From an optimization exercise on the open Yosys and OpenROAD flow, aimed at small area, a short achievable clock period and few clock cycles per item; shortcuts taken in it are not production practice.
RTL that was checked went through simulation tests only; none was proved equivalent to the original.
Power is estimated from default activity; no workload was simulated.

== the reference run ==
==> flow/design.v (excerpt) <==
module execute_md #(
    parameter int unsigned MUL_STEP = 4
) (
    input  logic        clk,
    input  logic        rst,
    input  logic        valid_id_ex,
    input  logic        flush_id_ex,
    input  logic        mem_stall,
    input  logic [3:0]  alu_op_id_ex,
    input  logic        alu_sel_id_ex,
    input  logic [3:0]  md_op_id_ex,
    input  logic [31:0] imm_id_ex,
    input  logic [31:0] rs_data_id_ex,
    input  logic [31:0] rt_data_id_ex,
    input  logic        mem_en_id_ex,
    input  logic        rd_en_id_ex,
    input  logic        rd_data_sel_id_ex,
    input  logic [4:0]  rd_addr_id_ex,
    output logic        stall_ex_id,
    output logic        valid_ex_mem,
    output logic [31:0] alu_data_ex_mem,
    output logic [31:0] rt_data_ex_mem,
    output logic        rd_en_ex_mem,
    output logic        mem_en_ex_mem,
    output logic        rd_data_sel_ex_mem,
    output logic [4:0]  rd_addr_ex_mem,
    output logic        md_busy
);
  ...
Size in the first run: about 3700 cells after synthesis, roughly 200 flip-flops, roughly 0.030 mm2 of cells after synthesis.
clock: 6.0 ns
lec_check: 0
cap_margin: 20
core_margin: 2
core_utilization: 40
setup_slack_margin: 1.0
slew_margin: 20
run.sh (not shown) runs the stock make flow with config.mk's settings and CLKGATE_MAP_FILE= SYNTH_SCRIPT=/design/flow/synth_recipe.tcl, a recipe that flattens the netlist after the stock synthesis.
Testbench counts of the reference run, summed over its fixed seeds: cycles 26,383, instrs 18,000.
Relative to the reference run, the following input files were edited for the trial run:
diff --git a/flow/design.v b/flow/design.v
--- a/flow/design.v
+++ b/flow/design.v
@@ -85,27 +85,25 @@
     logic        r_cin;      
     logic [4:0]  r_cnt;      
     logic        r_div;      
     logic        r_setup;    
     logic        r_dzero;    
     logic [1:0]  r_align;    
     logic [1:0]  r_sh;       
     logic        r_ep;       
-    logic        r_en;       
     logic        r_xp;       
-    logic        r_xn;       
     logic [5:0]  r_bsel;     
     logic        r_hi_neg;   
     logic        r_lo_neg;   
     function automatic logic [1:0] mag_class(input logic [31:0] v, input logic sgn);
         logic s, f8, f16;
         s   = sgn & v[31];
-        f8  = (v[31:8]  == {24{s}});
-        f16 = (v[31:16] == {16{s}});
+        f8  = s ? (&v[31:7])  : ~|v[31:8];
+        f16 = s ? (&v[31:15]) : ~|v[31:16];
         mag_class = f8 ? 2'd0 : (f16 ? 2'd1 : 2'd2);
     endfunction
     logic [1:0]  w_cls_rs, w_cls_rt, w_cls;
     logic        w_swap, w_ys, w_ytop;
     logic [31:0] w_mplier, w_mcand;
     always_comb begin
         w_cls_rs = mag_class(rs_data_id_ex, w_mul_s);
         w_cls_rt = mag_class(rt_data_id_ex, w_mul_s);
@@ -141,19 +139,18 @@
     logic [37:0] w_macc;
     logic [64:0] w_mul_p;
     logic [63:0] w_mul_fin;
     always_comb begin
         w_pp0   = booth_pp(r_op, r_bsel[2:0]);
         w_pp1   = booth_pp(r_op, r_bsel[5:3]);
         w_macc  = {{4{r_hi[33]}}, r_hi}
                 + {{3{w_pp0[34]}}, w_pp0}
-                + {w_pp1[34], w_pp1, 2'b00}
-                + ({38{r_xp | r_xn}} & {({34{r_xn}} ^ {r_op[32], r_op}), 4'b0000})
-                + {33'd0, r_xn, 1'b0, r_bsel[5], 1'b0, r_bsel[2]};
+                + {w_pp1[34], w_pp1, 1'b0, r_bsel[2]}
+                + (({38{r_xp}} & {r_op[32], r_op, 4'b0000}) | {35'd0, r_bsel[5], 2'b00});
         w_mul_p = {w_macc[36:0], r_lo[31:4]};
         w_mul_fin = ({64{r_sh == 2'd0}} & w_mul_p[63:0])
                   | ({64{r_sh == 2'd1}} & 64'($signed(w_mul_p) >>> 16))
                   | ({64{r_sh == 2'd2}} & 64'($signed(w_mul_p) >>> 24));
     end
     function automatic logic [33:0] dsub(input logic [32:0] x, input logic [32:0] op,
                                          input logic cin);
         logic [34:0] t;
@@ -243,29 +240,26 @@
                 end else if (r_cnt == 5'd0) begin
                     r_busy <= 1'b0;
                 end
             end else begin
                 r_cnt  <= r_cnt - 5'd1;
                 r_bsel <= {booth_enc(r_lo[7:5]), booth_enc(r_lo[5:3])};
                 r_sh   <= (r_cnt == 5'd1) ? r_align : 2'd0;
                 r_xp   <= r_ep & (r_cnt == 5'd1);
-                r_xn   <= r_en & (r_cnt == 5'd1);
                 if (r_cnt == 5'd0) r_busy <= 1'b0;
             end
         end else if (w_accept & w_mul) begin
             r_busy   <= 1'b1;
             r_div    <= 1'b0;
             r_op     <= {w_mul_s & w_mcand[31], w_mcand};
             r_ep     <= ~w_ys & w_ytop;
-            r_en     <= w_ys & ~w_ytop;
             r_bsel   <= {booth_enc(w_mplier[3:1]), booth_enc({w_mplier[1:0], 1'b0})};
             r_sh     <= 2'd0;
             r_xp     <= 1'b0;
-            r_xn     <= 1'b0;
             r_align  <= (w_cls == 2'd0) ? 2'd2 : (w_cls == 2'd1) ? 2'd1 : 2'd0;
             r_cnt    <= (w_cls == 2'd0) ? 5'd1 : (w_cls == 2'd1) ? 5'd3 : 5'd7;
             r_hi_neg <= 1'b0;
             r_lo_neg <= 1'b0;
         end else if (w_accept & w_div) begin
             r_busy   <= 1'b1;
             r_div    <= 1'b1;
             r_setup  <= 1'b1;
[summary]
The reference run → the trial run: core utilization -1.5 points, wire length of the first global-routing pass ~0 delta, highest fanout seen on the critical path +14, largest net degree at the start of global routing +7, largest stage delay on the critical path -0.03 ns. Comparing the reference run and the trial run, the lower maximum vdd drop is on the trial run. NOTE: first-pass detailed-route iteration total in the trial run exceeds that of the reference run. The reference run → the trial run: setup slack moved down; combinational gate power moved down; internal power component moved down; clock-buffer cell count level.
No functional check of the RTL was part of the trial run.

==> port drivers added, routing unchanged <==
In the flow no input, the clock included, has a driving cell. The finished layouts below were timed again as built, in two steps. Step 1, drivers: a clkbuf_16 drives clk and a buf_2 each remaining input, both assumed. Step 2 moves the port delays by t, midway between the first and last clock arrival at a register: inputs arrive t later, outputs are due t later. That takes back most of the time a late clock gives input paths. a / b / c = no drivers / after step 1 / after step 2; a / b = the first two.
run | t, ns | slack for setup (ns) | hold slack, ns
the reference run | 0.589 | 0.667 / 0.667 / 0.428 | 0.466 / 0.466 / 0.466
the trial run | 0.591 | 0.412 / 0.412 / 0.412 | 0.504 / 0.504 / 0.504
After both steps setup and hold are still met in every run listed. For the reference run, which loses most, drivers alone change the setup slack by 0.000 ns; drivers and shift together by -0.239 ns.
